What follows belongs to an exercise in optimizing a design on an open flow for small area, a short achievable clock period and few clock cycles per item; a production flow would make more cautious choices.
No run shown here included a check of the RTL's function; only the layout flow was run.
No activity file was given, so power comes from the tool's default toggle rates.

`run.sh`:
```
#!/bin/bash
# synth_recipe.tcl (not shown) runs the flow's synth.tcl, then flattens the netlist and writes it again
# the make line also repeats each setting of config.mk as NAME=value (left out here)
make -C /OpenROAD-flow-scripts/flow DESIGN_CONFIG=/design/flow/config.mk WORK_HOME=/design/flow/orfs CLKGATE_MAP_FILE= SYNTH_SCRIPT=/design/flow/synth_recipe.tcl finish
```
`config.mk`:
```
export PLATFORM = sky130hd
export DESIGN_NAME = marching_squares_cell_classifier_unit
export DESIGN_NICKNAME = marching_squares_cell_classifier_unit
export VERILOG_FILES = /design/flow/design.v
export SDC_FILE = /design/flow/constraint.sdc
export NUM_CORES = 4
export LEC_CHECK = 0
export ABC_CLOCK_PERIOD_IN_PS = 2500
export CAP_MARGIN = 20
export CORE_MARGIN = 2
export CORE_UTILIZATION = 55
export CTS_BUF_LIST = sky130_fd_sc_hd__clkbuf_8
export CTS_CLUSTER_SIZE = 20
export SLEW_MARGIN = 20
export SYNTH_MEMORY_MAX_BITS = 16384
```
`constraint.sdc`:
```
create_clock -name core_clock -period 8.0 [get_ports {clk}]
set_input_delay 1.6000 -clock core_clock [delete_from_list [all_inputs] [get_ports {clk}]]
set_output_delay 1.6000 -clock core_clock [all_outputs]
set_load 0.01 [all_outputs]
```
`design.v`:
```
package mscc_pkg;
  localparam int MAX_WIDTH  = 256;
  localparam int MAX_HEIGHT = 1024;
  localparam int MAX_LEVELS = 8;
  localparam int COL_W  = $clog2(MAX_WIDTH);
  localparam int ROW_W  = $clog2(MAX_HEIGHT);
  localparam int LVL_W  = 3;
  localparam int LCNT_W = 4;
  localparam int RW_W   = 11;
  localparam int THR_W  = 64;
  localparam int GRAY_W = 8;
  localparam int SUM_W  = 10;
  localparam int PROD_W = 20;
  localparam logic [SUM_W-1:0] GRAY_RECIP = SUM_W'(683);
  localparam int               GRAY_SHIFT = 11;
  localparam logic [LCNT_W-1:0] LEVEL_COUNT_RST = LCNT_W'(1);
  localparam logic [RW_W-1:0]   ROW_WIDTH_RST   = RW_W'(MAX_WIDTH);
  localparam logic [3:0] CODE_ALL_ABOVE = 4'hF;
  localparam logic [3:0] CODE_UNIFORM   = 4'h0;
  typedef enum logic [1:0] {
    CFG_LEVEL_COUNT = 2'd0,
    CFG_THRESHOLDS  = 2'd1,
    CFG_ROW_WIDTH   = 2'd2
  } cfg_idx_t;
endpackage
import mscc_pkg::*;
module marching_squares_cell_classifier_unit (
  input  logic                clk,
  input  logic                rst_n,
  input  logic                cfg_we,
  input  logic [1:0]          cfg_index,
  input  logic [THR_W-1:0]    cfg_data,
  input  logic                in_valid,
  output logic                in_ready,
  input  logic [7:0]          in_red,
  input  logic [7:0]          in_green,
  input  logic [7:0]          in_blue,
  input  logic                in_frame_start,
  output logic                out_valid,
  input  logic                out_ready,
  output logic [9:0]          out_cell_x,
  output logic [9:0]          out_cell_y,
  output logic [2:0]          out_level,
  output logic [3:0]          out_case_code,
  output logic                out_last
);
  logic [LCNT_W-1:0] level_count_r;
  logic [THR_W-1:0]  thresholds_r;
  logic [RW_W-1:0]   row_width_r;
  always_ff @(posedge clk) begin
    if (!rst_n) begin
      level_count_r <= LEVEL_COUNT_RST;
      thresholds_r  <= '0;
      row_width_r   <= ROW_WIDTH_RST;
    end else if (cfg_we) begin
      case (cfg_index)
        CFG_LEVEL_COUNT: level_count_r <= cfg_data[LCNT_W-1:0];
        CFG_THRESHOLDS:  thresholds_r  <= cfg_data;
        CFG_ROW_WIDTH:   row_width_r   <= cfg_data[RW_W-1:0];
        default: ;
      endcase
    end
  end
  logic [RW_W-1:0]   width_eff;
  logic [LCNT_W-1:0] levels_eff;
  logic [COL_W-1:0]  wm1_r;      
  logic [COL_W-1:0]  wm2_r;      
  logic [COL_W-1:0]  lbsel_r;    
  logic [LVL_W-1:0]  lvl_last_r;
  logic              lvl_one_r;
  always_comb begin
    width_eff = row_width_r;
    if (row_width_r < RW_W'(2)) begin
      width_eff = RW_W'(2);
    end else if (row_width_r > RW_W'(MAX_WIDTH)) begin
      width_eff = RW_W'(MAX_WIDTH);
    end
  end
  always_comb begin
    levels_eff = level_count_r;
    if (level_count_r == '0) begin
      levels_eff = LCNT_W'(1);
    end else if (level_count_r > LCNT_W'(MAX_LEVELS)) begin
      levels_eff = LCNT_W'(MAX_LEVELS);
    end
  end
  always_ff @(posedge clk) begin
    wm1_r      <= COL_W'(width_eff - RW_W'(1));
    wm2_r      <= COL_W'(width_eff - RW_W'(2));
    lbsel_r    <= COL_W'(width_eff - RW_W'(2));
    lvl_last_r <= LVL_W'(levels_eff - LCNT_W'(1));
    lvl_one_r  <= (levels_eff == LCNT_W'(1));
  end
  logic [LVL_W-1:0] d_lvl_r;
  logic d_cell_r;      
  logic last_r;        
  logic skid_valid_r;
  logic out_valid_r;
  logic adv_r;
  logic push_r;
  logic adv;
  logic fire;
  logic out_free;
  logic d_cell_n, last_n, skid_valid_n, out_valid_n, c_valid_n;
  logic c_valid_r, b_valid_r;
  logic c_cell;
  assign adv      = adv_r;
  assign fire     = d_cell_r && !skid_valid_r;
  assign out_free = !out_valid_r || out_ready;
  assign in_ready = adv_r;
  always_comb begin
    d_cell_n     = d_cell_r;
    last_n       = last_r;
    skid_valid_n = skid_valid_r;
    out_valid_n  = out_valid_r;
    c_valid_n    = c_valid_r;
    if (adv) begin
      d_cell_n  = c_cell;
      last_n    = lvl_one_r;
      c_valid_n = b_valid_r;
    end else if (fire) begin
      last_n    = (d_lvl_r + LVL_W'(1)) == lvl_last_r;
    end
    if (out_free) begin
      out_valid_n  = skid_valid_r || fire;
      skid_valid_n = 1'b0;
    end else if (fire) begin
      skid_valid_n = 1'b1;
    end
    if (!rst_n) begin
      d_cell_n     = 1'b0;
      skid_valid_n = 1'b0;
      out_valid_n  = 1'b0;
      c_valid_n    = 1'b0;
    end
  end
  always_ff @(posedge clk) begin
    d_cell_r     <= d_cell_n;
    last_r       <= last_n;
    skid_valid_r <= skid_valid_n;
    out_valid_r  <= out_valid_n;
    c_valid_r    <= c_valid_n;
    adv_r        <= !d_cell_n || (!skid_valid_n && last_n);
    push_r       <= c_valid_n && (!d_cell_n || (!skid_valid_n && last_n));
  end
  logic       a_valid_r;
  logic       a_fs_r;
  logic [7:0] a_red_r, a_green_r, a_blue_r;
  always_ff @(posedge clk) begin
    if (!rst_n) begin
      a_valid_r <= 1'b0;
    end else if (adv) begin
      a_valid_r <= in_valid;
    end
  end
  always_ff @(posedge clk) begin
    if (adv) begin
      a_fs_r    <= in_frame_start;
      a_red_r   <= in_red;
      a_green_r <= in_green;
      a_blue_r  <= in_blue;
    end
  end
  logic             b_fs_r;
  logic [SUM_W-1:0] b_sum_r;
  always_ff @(posedge clk) begin
    if (!rst_n) begin
      b_valid_r <= 1'b0;
    end else if (adv) begin
      b_valid_r <= a_valid_r;
    end
  end
  always_ff @(posedge clk) begin
    if (adv) begin
      b_fs_r  <= a_fs_r;
      b_sum_r <= SUM_W'(a_red_r) + SUM_W'(a_green_r) + SUM_W'(a_blue_r);
    end
  end
  logic              c_fs_r;
  logic [GRAY_W-1:0] c_gray_r;
  logic [GRAY_W-1:0] b_gray;
  logic [2:0]        dg [5];
  logic [2:0]        rm [10];
  logic [2:0]        dg21;
  function automatic logic [2:0] m3add(input logic [2:0] a, input logic [2:0] b);
    m3add[0] = (a[0] & b[0]) | (a[1] & b[2]) | (a[2] & b[1]);
    m3add[1] = (a[0] & b[1]) | (a[1] & b[0]) | (a[2] & b[2]);
    m3add[2] = (a[0] & b[2]) | (a[1] & b[1]) | (a[2] & b[0]);
  endfunction
  function automatic logic [2:0] m3sub(input logic b, input logic [2:0] a);
    m3sub = b ? {a[2], a[0], a[1]} : {a[1], a[2], a[0]};
  endfunction
  always_comb begin
    for (int k = 0; k < 5; k++) begin
      dg[k][0] = (b_sum_r[2*k+1] == b_sum_r[2*k]);
      dg[k][1] = !b_sum_r[2*k+1] && b_sum_r[2*k];
      dg[k][2] = b_sum_r[2*k+1] && !b_sum_r[2*k];
    end
    dg21  = m3add(dg[2], dg[1]);
    rm[9] = {1'b0, b_sum_r[9], !b_sum_r[9]};
    rm[8] = dg[4];
    rm[6] = m3add(dg[4], dg[3]);
    rm[4] = m3add(rm[6], dg[2]);
    rm[2] = m3add(rm[6], dg21);
    rm[0] = 3'b001;
    rm[7] = m3sub(b_sum_r[7], rm[8]);
    rm[5] = m3sub(b_sum_r[5], rm[6]);
    rm[3] = m3sub(b_sum_r[3], rm[4]);
    rm[1] = m3sub(b_sum_r[1], rm[2]);
    for (int i = 0; i < GRAY_W; i++) begin
      b_gray[i] = rm[i+1][2] || (rm[i+1][1] && b_sum_r[i]);
    end
  end
  always_ff @(posedge clk) begin
    if (adv) begin
      c_fs_r   <= b_fs_r;
      c_gray_r <= b_gray;
    end
  end
  logic [COL_W-1:0] col_r;
  logic [ROW_W-1:0] row_r;
  logic             end_r;
  logic             over_r;
  logic             colnz_r;
  logic             rownz_r;
  logic [COL_W-1:0] x_cur;
  logic [ROW_W-1:0] y_cur;
  logic             x_zero;
  logic             x_end;
  logic             push;
  logic [ROW_W-1:0] y_inc;
  assign push   = adv && c_valid_r;
  assign x_zero = c_fs_r || over_r;
  assign x_cur  = x_zero ? '0 : col_r;
  assign y_cur  = c_fs_r ? '0 : row_r;
  assign x_end  = x_zero ? 1'b0 : end_r;
  assign y_inc  = y_cur + ROW_W'(1);
  assign c_cell = c_valid_r && !x_zero && colnz_r && !c_fs_r && rownz_r;
  always_ff @(posedge clk) begin
    if (!rst_n) begin
      col_r   <= '0;
      row_r   <= '0;
      colnz_r <= 1'b0;
      rownz_r <= 1'b0;
      end_r   <= 1'b0;
      over_r  <= 1'b0;
    end else if (push) begin
      col_r   <= x_end ? '0 : x_cur + COL_W'(1);
      row_r   <= x_end ? y_inc : y_cur;
      colnz_r <= !x_end;
      rownz_r <= x_end ? (y_cur != ROW_W'(MAX_HEIGHT - 1)) : !c_fs_r && rownz_r;
      end_r   <= !x_end && (x_zero ? (wm1_r == COL_W'(1)) : (col_r == wm2_r));
      over_r  <= 1'b0;
    end else begin
      end_r   <= (col_r == wm1_r);
      over_r  <= (col_r > wm1_r);
    end
  end
  logic [GRAY_W-1:0] lb_f1_r, lb_f2_r;
  logic [GRAY_W-1:0] seg0 [1];
  logic [GRAY_W-1:0] seg1 [2];
  logic [GRAY_W-1:0] seg2 [4];
  logic [GRAY_W-1:0] seg3 [8];
  logic [GRAY_W-1:0] seg4 [16];
  logic [GRAY_W-1:0] seg5 [32];
  logic [GRAY_W-1:0] seg6 [64];
  logic [GRAY_W-1:0] seg7 [128];
  logic [GRAY_W-1:0] m0, m1, m2, m3, m4, m5, m6, m7;
  assign m0 = lbsel_r[0] ? seg0[0]   : lb_f1_r;
  assign m1 = lbsel_r[1] ? seg1[1]   : m0;
  assign m2 = lbsel_r[2] ? seg2[3]   : m1;
  assign m3 = lbsel_r[3] ? seg3[7]   : m2;
  assign m4 = lbsel_r[4] ? seg4[15]  : lb_f2_r;
  assign m5 = lbsel_r[5] ? seg5[31]  : m4;
  assign m6 = lbsel_r[6] ? seg6[63]  : m5;
  assign m7 = lbsel_r[7] ? seg7[127] : m6;
  always_ff @(posedge clk) begin
    if (push_r) begin
      lb_f1_r <= c_gray_r;
      seg0[0] <= lb_f1_r;
      for (int i = 1; i < 2; i++)   seg1[i] <= seg1[i-1];
      seg1[0] <= m0;
      for (int i = 1; i < 4; i++)   seg2[i] <= seg2[i-1];
      seg2[0] <= m1;
      for (int i = 1; i < 8; i++)   seg3[i] <= seg3[i-1];
      seg3[0] <= m2;
      lb_f2_r <= m3;
      for (int i = 1; i < 16; i++)  seg4[i] <= seg4[i-1];
      seg4[0] <= lb_f2_r;
      for (int i = 1; i < 32; i++)  seg5[i] <= seg5[i-1];
      seg5[0] <= m4;
      for (int i = 1; i < 64; i++)  seg6[i] <= seg6[i-1];
      seg6[0] <= m5;
      for (int i = 1; i < 128; i++) seg7[i] <= seg7[i-1];
      seg7[0] <= m6;
    end
  end
  logic [GRAY_W-1:0] d_ul_r, d_ll_r, d_ur_r, d_lr_r;
  logic [COL_W-1:0]  d_cx_r;
  logic [ROW_W-1:0]  d_cy_r;
  logic [GRAY_W-1:0] d_thr_r;
  logic [LVL_W-1:0]  lvl_nxt;
  always_ff @(posedge clk) begin
    if (push) begin
      d_ul_r <= d_ur_r;
      d_ll_r <= d_lr_r;
      d_ur_r <= m7;
      d_lr_r <= c_gray_r;
      d_cx_r <= x_cur;
      d_cy_r <= y_cur;
    end
  end
  always_comb begin
    lvl_nxt = d_lvl_r;
    if (adv) begin
      lvl_nxt = '0;
    end else if (fire) begin
      lvl_nxt = d_lvl_r + LVL_W'(1);
    end
  end
  always_ff @(posedge clk) begin
    d_lvl_r <= lvl_nxt;
    d_thr_r <= thresholds_r[lvl_nxt*GRAY_W +: GRAY_W];
  end
  logic [3:0] code_raw;
  logic [3:0] code;
  assign code_raw = {d_ul_r > d_thr_r, d_ll_r > d_thr_r, d_ur_r > d_thr_r, d_lr_r > d_thr_r};
  assign code     = (code_raw == CODE_ALL_ABOVE) ? CODE_UNIFORM : code_raw;
  logic [COL_W-1:0]  out_cx_r;
  logic [ROW_W-1:0]  out_cy_r;
  logic [2:0]        out_level_r;
  logic [3:0]        out_code_r;
  logic              out_last_r;
  logic [COL_W-1:0]  res_cx;
  logic [ROW_W-1:0]  res_cy;
  assign res_cx = d_cx_r - COL_W'(1);
  assign res_cy = d_cy_r - ROW_W'(1);
  logic [COL_W-1:0]  sk_cx_r;
  logic [ROW_W-1:0]  sk_cy_r;
  logic [2:0]        sk_level_r;
  logic [3:0]        sk_code_r;
  logic              sk_last_r;
  always_ff @(posedge clk) begin
    if (out_free) begin
      if (skid_valid_r) begin
        out_cx_r    <= sk_cx_r;
        out_cy_r    <= sk_cy_r;
        out_level_r <= sk_level_r;
        out_code_r  <= sk_code_r;
        out_last_r  <= sk_last_r;
      end else begin
        out_cx_r    <= res_cx;
        out_cy_r    <= res_cy;
        out_level_r <= d_lvl_r;
        out_code_r  <= code;
        out_last_r  <= last_r;
      end
    end
  end
  always_ff @(posedge clk) begin
    if (!skid_valid_r) begin
      sk_cx_r    <= res_cx;
      sk_cy_r    <= res_cy;
      sk_level_r <= d_lvl_r;
      sk_code_r  <= code;
      sk_last_r  <= last_r;
    end
  end
  assign out_valid     = out_valid_r;
  assign out_cell_x    = 10'(out_cx_r);
  assign out_cell_y    = out_cy_r;
  assign out_level     = out_level_r;
  assign out_case_code = out_code_r;
  assign out_last      = out_last_r;
endmodule
```
==> impl_table.tex, run 1 <==
\begin{tabular}{lr}
\hline
Metric & Value \\
\hline
\multicolumn{2}{l}{\textbf{Power and ir drop}} \\
\quad Internal Pwr Total & approximately 0.019 W \\
\quad Sequential fraction of design power & 58.2\% \\
\quad Switching power as a share of total power & 20.6\% \\
\quad Net switching component of the power & 0.00485 W \\
\quad Leakage power & 28.2 nW \\
\quad Cell Pwr Density & 275 nW/um2 \\
\quad Combinational Power Share & 2.6\% \\
\quad Clk network pwr share & about two fifths \\
\quad VDD IR max & between 0.15 and 0.2 mV \\
\multicolumn{2}{l}{\textbf{Clock tree}} \\
\quad Number of post-CTS setup repair buffers & 0 \\
\quad Clk\_lat worst skew & 1020 ps \\
\quad CTS sink count & 2344 \\
\quad Number of buffers on the longest clock path & 4 \\
\quad Number of CTS-inserted buffers & $\sim$370 \\
\quad Register clock-pin slew on the reported worst setup and hold paths & $\sim$60 ps \\
\quad H-tree levels & 5 \\
\quad CTS root buffer & clkbuf\_8 \\
\quad Count of cells resized by post-cts repair & 0 \\
\quad CTS Hold Buffers Added & 0 \\
\quad CTS tree & yes \\
\multicolumn{2}{l}{\textbf{Detailed routing}} \\
\quad DRC viols & 0 \\
\quad Detailed-route wire length & 112 mm \\
\quad WL per Instance & slightly below 20 um \\
\quad Antenna-violating nets left & 0 \\
\quad Mean number of vias per cell & 5.22 \\
\quad First-pass DRT Iterations & 6 \\
\quad Violation count after the first detailed-route iteration & 2894 \\
\quad Total vias in the final route & 30532 \\
\multicolumn{2}{l}{\textbf{Run status}} \\
\quad Outcome & finished clean \\
\multicolumn{2}{l}{\textbf{Synth}} \\
\quad Synthesized instance count & roughly 3300 \\
\quad Synth top area cells & edfxtp\_1 87\%, dfxtp\_1 4.4\%, ha\_1 1.1\%, mux2\_2 1.0\%, nand2\_1 0.96\% \\
\quad Most common cell in the netlist & edfxtp\_1 \\
\quad Top cell type by total area after synthesis & edfxtp\_1 \\
\quad Flip-flop and latch count after synthesis & 2344 \\
\quad Fraction of registers with async set/reset & 0\% \\
\quad Synth unique cells & 73 \\
\quad Yosys warns & 11 \\
\quad Post-synth EDFFs & 2177 \\
\quad Top cells by count, synth & 2177 x edfxtp\_1, 193 x nand2\_1, 167 x dfxtp\_1, 68 x a21boi\_0, 67 x mux2\_2 \\
\quad Share of the synthesized area in the top cell type & 86.7\% \\
\quad Mean instance size in the synthesized netlist & 22.6 um2 \\
\quad Synth Flop Type & edfxtp\_1 \\
\quad Sequential element share of the synthesized area & 91.1\% \\
\quad Post-synthesis cell area & 75400 um2 \\
\multicolumn{2}{l}{\textbf{Setup path}} \\
\quad Startpoint-to-endpoint class of the critical path & reg -> out \\
\quad Delay of the slowest cell on the worst path & 610 ps \\
\quad Top fanout value on the critical path & 14 \\
\quad Type of element launching the critical path & register \\
\quad Register-to-register setup slack & 4620 ps \\
\quad Worst path slowest cell & clkdlybuf4s50\_1 \\
\quad Crit path buf inv count & 1 \\
\quad FF-to-FF Start & d\_cell\_r\$\_DFF\_P\_ \\
\quad Cell type group with the largest total delay on the critical path & buffers and inverters \\
\quad Setup crit end kind & primary output \\
\quad Cell-by-cell listing of the critical path & clkdlybuf4s50\_1 \\
\quad Required time reported for the critical path endpoint & around 6400 ps \\
\quad Setup crit start & adv\_r\$\_DFF\_P\_ \\
\quad Arrival time at the worst endpoint & between 2000 and 2500 ps \\
\multicolumn{2}{l}{\textbf{Finish}} \\
\quad P\&R area growth vs syn & 13.6\% \\
\quad Post-layout nets & 3961 \\
\quad Final Core Density & 63.1\% \\
\quad Fillcell total & 9190 \\
\quad Share of final-layout standard cells stronger than drive strength 1 & 14.1\% \\
\multicolumn{2}{l}{\textbf{Timing}} \\
\quad Unrepaired setup endpoints after global routing & false \\
\quad Period Utilization, post-route & 46.5\% \\
\quad Final period demand of the worst path & 3720 ps \\
\quad Final-report setup violation count & 0 \\
\quad Slew margin rel. & around 25\% \\
\quad Worst slack on hold paths & 378 ps \\
\quad Worst clock skew & between 70 and 80 ps \\
\quad Least-Margin Pin Slew & 1120 ps \\
\quad FMAX & 0.269 GHz \\
\quad Pins Over Slew Limit & 0 \\
\quad Number of hold violations in the final report & 0 \\
\quad Setup TNS & 0 ps \\
\multicolumn{2}{l}{\textbf{Floorplanning}} \\
\quad Ports & 126 \\
\quad Placeable core region & around 140000 um2 \\
\quad Die X-Extent & 374 um \\
\quad Number of rows in the core area & 135 \\
\quad Effective utilization at floorplan & 55.5\% \\
\quad Height of the chip & 374 um \\
\quad Die Outline Area & about 140000 um2 \\
\multicolumn{2}{l}{\textbf{Global routing}} \\
\quad Maximum number of pins on one net before global-route repair & 205 \\
\quad Via count of the first global-routing pass & between 30000 and 40000 \\
\quad Gr usage total & $\sim$16\% \\
\quad Global-route wire length before repair & roughly 170 mm \\
\quad Number of antenna violations at the first check in global routing & 12 \\
\quad Remaining global-route overflow & 0 \\
\multicolumn{2}{l}{\textbf{Worst hold path}} \\
\quad Worst Hold Class & reg -> reg \\
\quad Launch instance of the worst min-delay path & seg7[3][3]\$\_DFFE\_PP\_ \\
\multicolumn{2}{l}{\textbf{Flow run}} \\
\quad Max Cap Viol & 0 \\
\multicolumn{2}{l}{\textbf{Placed design}} \\
\quad HPWL after detailed placement & roughly 58 mm \\
\quad IO Port Bufs & 123 \\
\quad Gp weighted congestion & 0.788 \\
\hline
\end{tabular}
per-layer routing:
| layer | wire length [um] | GRT usage, % | vias to the layer above |
|---|---|---|---|
| met1 | 56400 | 25.1 | 15415 |
| met3 | 7450 | 4.76 | 225 |
| met2 | 45800 | 20.9 | 883 |
| met4 | 2720 | 6.28 | 4 |
| li1 | - | - | 14005 |
| met5 | 22 | 0 | - |
final cells by class:
| cell class | count | area [um2] | share of cell area (%) |
|---|---|---|---|
| tap | 1781 | 2230 | 2.60 |
| sequential | 2344 | 68700 | 80.2 |
| clock buffer | 395 | 5440 | 6.35 |
| antenna | 5 | 12.5 | 0.0146 |
| timing repair buffer | 149 | 1540 | 1.80 |
| inverter | 59 | 223 | 0.260 |
| clock inverter | 254 | 1320 | 1.54 |
| multi-input combinational | 866 | 6190 | 7.23 |
logic make-up (layout without fill, tap and decap cells):
kind of cell	Yosys count	in the layout	share of synthesized area, %
flops	2344	2344	91.1
simple gates	376	376	2.34
compound gates	272	272	2.59
buf+inv	125	857	0.684
mux	97	97	1.40
fa+ha+maj	74	74	1.32
xor+xnor	45	45	0.533
other cells	1	7	0.00497
state kept, by name (all words and copies together) (netlist names), 10 cells and up:
signal        flops
seg5            256
seg7           1024
row_r            10
out_cy_r         10
thresholds_r     64
seg6            512
seg3             64
seg1             16
sk_cy_r          10
seg2             32
b_sum_r          10
row_width_r      11
seg4            128
d_cy_r           10
worst paths after layout:
check                          to  cells past startpoint
min reg2reg  seg7[4][3]$_DFFE_PP_                      0
max                      in_ready                      1
min          seg7[4][3]$_DFFE_PP_                      0
max reg2reg    d_thr_r[0]$_DFF_P_                      7
power by group through the flow:
stage	clock, W	combinational [W]	sequential [W]
floorplan	0	0.000351	0.0141
global placement	0	0.000566	0.0140
detailed placement	0	0.000610	0.0140
CTS	0.00960	0.000611	0.0137
global route	0.0101	0.000678	0.0137
finish	0.00922	0.000618	0.0137
stage by stage:
stage,setup slack (ps),instances,power [W],instance area [um2]
after CTS,4160,5847,0.0239,85600
after global placement,4550,5198,0.0145,78900
after global routing,4160,5852,0.0245,85700
final,4280,5853,0.0235,85700
after detailed placement,4460,5198,0.0146,78900
after floorplan,-6860,3335,0.0145,75400
layout by cell type, fill, tap and decap left out, drive strengths merged, types with 9 or more instances in the layout:
master	n
edfxtp	2177
clkbuf	396
nand2	193
dfxtp	167
inv	162
clkinv	133
clkdlybuf4s50	122
a21boi	68
mux2	67
ha	65
o21ai	47
nor2b	37
nor2	36
a211oi	33
mux2i	30
o21a	28
buf	26
xor2	23
a21oi	22
xnor2	22
nor3	18
nand3	18
nand4	16
and2	16
a21o	10
bufinv	10
fa	9
==> run 2: changes to the inputs <==
--- a/config.mk
+++ b/config.mk
@@ -13,2 +13,3 @@
 export CTS_CLUSTER_SIZE = 20
+export SETUP_SLACK_MARGIN = 5
 export SLEW_MARGIN = 20
==> run 2 against run 1 <==
Area after synthesis unchanged. Flip-flop and latch count stayed put. Combinational power is essentially flat. Non-clock buffer count increased by 2. Critical path type unchanged. Core utilization about the same. Clock skew fell by 9.5 ps. Worst setup slack gained 510 ps. Design area barely moved. Largest cell class unchanged.
==> impl_table.tex, run 2 <==
\begin{tabular}{lr}
\hline
Metric & Value \\
\hline
\multicolumn{2}{l}{\textbf{Run status}} \\
\quad Outcome & finished clean \\
\multicolumn{2}{l}{\textbf{Synth}} \\
\quad Synth Flop Type & edfxtp\_1 \\
\quad Top cells by count, synth & 2177 x edfxtp\_1, 193 x nand2\_1, 167 x dfxtp\_1, 68 x a21boi\_0, 67 x mux2\_2 \\
\quad Top cell type by total area after synthesis & edfxtp\_1 \\
\quad Share of the synthesized area in the top cell type & 86.7\% \\
\quad Flip-flop and latch count after synthesis & roughly 2300 \\
\quad Yosys warns & 11 \\
\quad Synthesized instance count & about 3300 \\
\quad Synth top area cells & edfxtp\_1 87\%, dfxtp\_1 4.4\%, ha\_1 1.1\%, mux2\_2 1.0\%, nand2\_1 0.96\% \\
\quad Synth unique cells & 73 \\
\quad Post-synthesis cell area & 75400 um2 \\
\quad Mean instance size in the synthesized netlist & 22.6 um2 \\
\quad Most common cell in the netlist & edfxtp\_1 \\
\quad Post-synth EDFFs & 2177 \\
\quad Fraction of registers with async set/reset & 0\% \\
\quad Sequential element share of the synthesized area & 91.1\% \\
\multicolumn{2}{l}{\textbf{Clock tree}} \\
\quad CTS Hold Buffers Added & 0 \\
\quad CTS sink count & 2344 \\
\quad Clk\_lat worst skew & 1020 ps \\
\quad Number of buffers on the longest clock path & 4 \\
\quad H-tree levels & 5 \\
\quad CTS root buffer & clkbuf\_8 \\
\quad Register clock-pin slew on the reported worst setup and hold paths & 60 ps \\
\quad CTS tree & yes \\
\quad Number of CTS-inserted buffers & about 370 \\
\multicolumn{2}{l}{\textbf{Finish}} \\
\quad Fillcell total & between 9000 and 10000 \\
\quad Non-Filler Instances & between 5000 and 6000 \\
\quad Largest regs & seg7 x1024, seg6 x512, seg5 x256 \\
\quad Area used by multi-input combinational logic & 6220 um2 \\
\quad Max FFs per register & 1024 \\
\quad Top reg by flops & seg7 \\
\quad Most common cell after layout, fill and taps aside & edfxtp\_1 \\
\quad Post-layout nets & 3963 \\
\quad Reg area & slightly below 70000 um2 \\
\quad P\&R area growth vs syn & 13.6\% \\
\quad Commonest cells after routing, fill and taps aside & 2177 x edfxtp\_1, 395 x clkbuf\_8, 193 x nand2\_1 \\
\quad Share of final-layout standard cells stronger than drive strength 1 & 15.0\% \\
\multicolumn{2}{l}{\textbf{Timing}} \\
\quad Worst clock skew & about 70 ps \\
\quad Final-report setup violation count & 0 \\
\quad FMAX & 0.311 GHz \\
\quad Least-Margin Pin Slew & $\sim$1100 ps \\
\quad Unrepaired setup endpoints after global routing & true \\
\quad Period Utilization, post-route & roughly two fifths \\
\quad Number of hold violations in the final report & 0 \\
\quad Setup TNS & 0 ps \\
\quad Pins Over Slew Limit & 0 \\
\quad Slew margin rel. & 25.9\% \\
\quad Final period demand of the worst path & between 3000 and 4000 ps \\
\multicolumn{2}{l}{\textbf{Detailed routing}} \\
\quad DRC viols & 0 \\
\quad Violation count after the first detailed-route iteration & 2787 \\
\quad Antenna-violating nets left & 0 \\
\quad Total vias in the final route & approximately 31000 \\
\quad First-pass DRT Iterations & 6 \\
\quad WL per Instance & 19.3 um \\
\quad Mean number of vias per cell & 5.24 \\
\quad Detailed-route wire length & 113 mm \\
\multicolumn{2}{l}{\textbf{Setup path}} \\
\quad Crit path buf inv count & 1 \\
\quad Worst path slowest cell & edfxtp\_1 \\
\quad Startpoint-to-endpoint class of the critical path & reg -> out \\
\quad Top fanout value on the critical path & 1 \\
\quad Required time reported for the critical path endpoint & 6400 ps \\
\quad Setup crit end kind & primary output \\
\quad Delay of the slowest cell on the worst path & 450 ps \\
\quad Cell type group with the largest total delay on the critical path & flip-flops \\
\quad Cell-by-cell listing of the critical path & buf\_2 \\
\quad Arrival time at the worst endpoint & 1610 ps \\
\quad Type of element launching the critical path & register \\
\multicolumn{2}{l}{\textbf{Global routing}} \\
\quad Maximum number of pins on one net before global-route repair & 205 \\
\quad Global routing's busiest layer & met1 \\
\quad Met2 GRT Util & 20.9\% \\
\quad Met1 Resource Use GR & 25.2\% \\
\quad Number of antenna violations at the first check in global routing & 13 \\
\quad Global-route wire length before repair & 174 mm \\
\quad GRT met3 Usage & 4.86\% \\
\quad Gr usage total & around 16\% \\
\quad Via count of the first global-routing pass & about 31000 \\
\quad Remaining global-route overflow & 0 \\
\multicolumn{2}{l}{\textbf{Power and ir drop}} \\
\quad Cell Pwr Density & approximately 270 nW/um2 \\
\quad VDD IR max & 0.175 mV \\
\quad Leakage power & 28.3 nW \\
\multicolumn{2}{l}{\textbf{Placed design}} \\
\quad Gp weighted congestion & 0.788 \\
\quad Total placed cells including tap cells & 5198 \\
\quad HPWL after detailed placement & 58.4 mm \\
\quad IO Port Bufs & 123 \\
\multicolumn{2}{l}{\textbf{Floorplanning}} \\
\quad Ports & around 130 \\
\quad Die X-Extent & 374 um \\
\quad Number of rows in the core area & 135 \\
\quad Placeable core region & 136000 um2 \\
\quad Height of the chip & 374 um \\
\quad Die Outline Area & 140000 um2 \\
\quad Effective utilization at floorplan & 55.5\% \\
\multicolumn{2}{l}{\textbf{Flow run}} \\
\quad Max Cap Viol & 0 \\
\multicolumn{2}{l}{\textbf{Worst hold path}} \\
\quad Worst Hold Class & reg -> reg \\
\hline
\end{tabular}
## run 2: cell counts after synthesis
No cell type changed its count.
## run 2: final timing paths
kind | startpoint | endpoint | depth (start not counted) | slack, ps
hold / removal | seg7[31][4]$_DFFE_PP_ | seg7[32][4]$_DFFE_PP_ | 0 | 370
hold reg to reg | seg7[31][4]$_DFFE_PP_ | seg7[32][4]$_DFFE_PP_ | 0 | 370
setup reg to reg | d_cell_r$_DFF_P_ | d_thr_r[4]$_DFF_P_ | 7 | 5190
setup / recovery | out_last_r$_DFFE_PP_ | out_last | 1 | 4790
## run 2: worst reg2reg max path, stage by stage (launching register included)
cell	delay, ps
dfxtp_1	530
nor2b_4	330
mux2i_2	260
buf_4	320
or2_1	220
clkinv_4	250
mux2i_1	230
a2111oi_1	510
## run 2: cells by family after synthesis
logic type,count (synthesis),synth area share [%]
multiplexers,97,1.40
buffers and inverters,125,0.684
AO/OA/AOI/OAI,272,2.59
flip-flops,2344,91.1
adder cells (fa/ha/maj),74,1.32
XOR/XNOR,45,0.533
AND/OR/NAND/NOR,376,2.34
other,1,0.00497
## run 2: layout make-up
cell class	count	share of cell area [%]
flip-flops and latches	2344	80.2
multi-input cells	866	7.27
clock buffers	395	6.35
well taps	1781	2.60
repair buffers	151	1.73
clock inverters	254	1.54
inverters	59	0.264
diodes	6	0.0175
## run 2: metrics by stage
step	setup slack [ps]	hold WS (ps)	area (um2)	power (W)	util [%]
after floorplan	-6860	400	75400	0.0145	-
after global placement	4550	401	78900	0.0145	58.1
after detailed placement	4460	405	78900	0.0146	58.1
after CTS	4630	366	85500	0.0239	63.0
after global routing	4670	381	85700	0.0245	63.1
final	4790	375	85700	0.0236	63.1
## run 2: report_power, final
part,leakage (nW),total (W),internal [W],switching (W)
Combinational,3.13,0.000617,0.000242,0.000376
Clock,3.85,0.00923,0.00486,0.00436
Sequential,21.3,0.0137,0.0136,0.000122
## run 2: timing repair
action                     4_1_cts  5_1_grt
hold endpoints to repair         0        0
setup endpoints to repair      123      495
gates resized for setup        125       12
gates cloned                     0        0
buffers inserted                 1        1
## run 2: layer usage
| metal | share of wire (%) | vias up |
|---|---|---|
| met5 | 0.030 | - |
| met4 | 2.5 | 6 |
| met3 | 6.7 | 244 |
| met2 | 41 | 978 |
| met1 | 50 | 15448 |
| li1 | - | 14009 |

-- separate check: timing with driven ports --
How much do the figures lean on ideal ports? The routed layouts below were timed once more, with nothing changed but the port constraints.
Step 1: set_driving_cell puts a clkbuf_16 on clk and a buf_2 on each other input, an assumption about the parent block.
Step 2 times the ports against the registers' clock, not the clock port: input delays grow and output delays shrink by t, the midpoint of the rising clock arrivals with the driver on.
Three values: ideal, step 1, step 2; two values: the first two.
run | shift t [ns] | slack for setup (ns) | clock arrival spread, ns | worst register clock-pin slew, ns | worst data-port slew with drivers (ns)
run 1 | 1.056 | 4.279 / 4.200 / 4.572 | 0.086 / 0.086 | 0.07 / 0.07 | 0.15
run 2 | 1.052 | 4.789 / 4.710 / 4.598 | 0.085 / 0.085 | 0.07 / 0.07 | 0.14
After both steps every run listed still meets setup and hold. For run 2, which loses most, drivers alone change the setup slack by -0.079 ns; drivers and shift together by -0.191 ns.
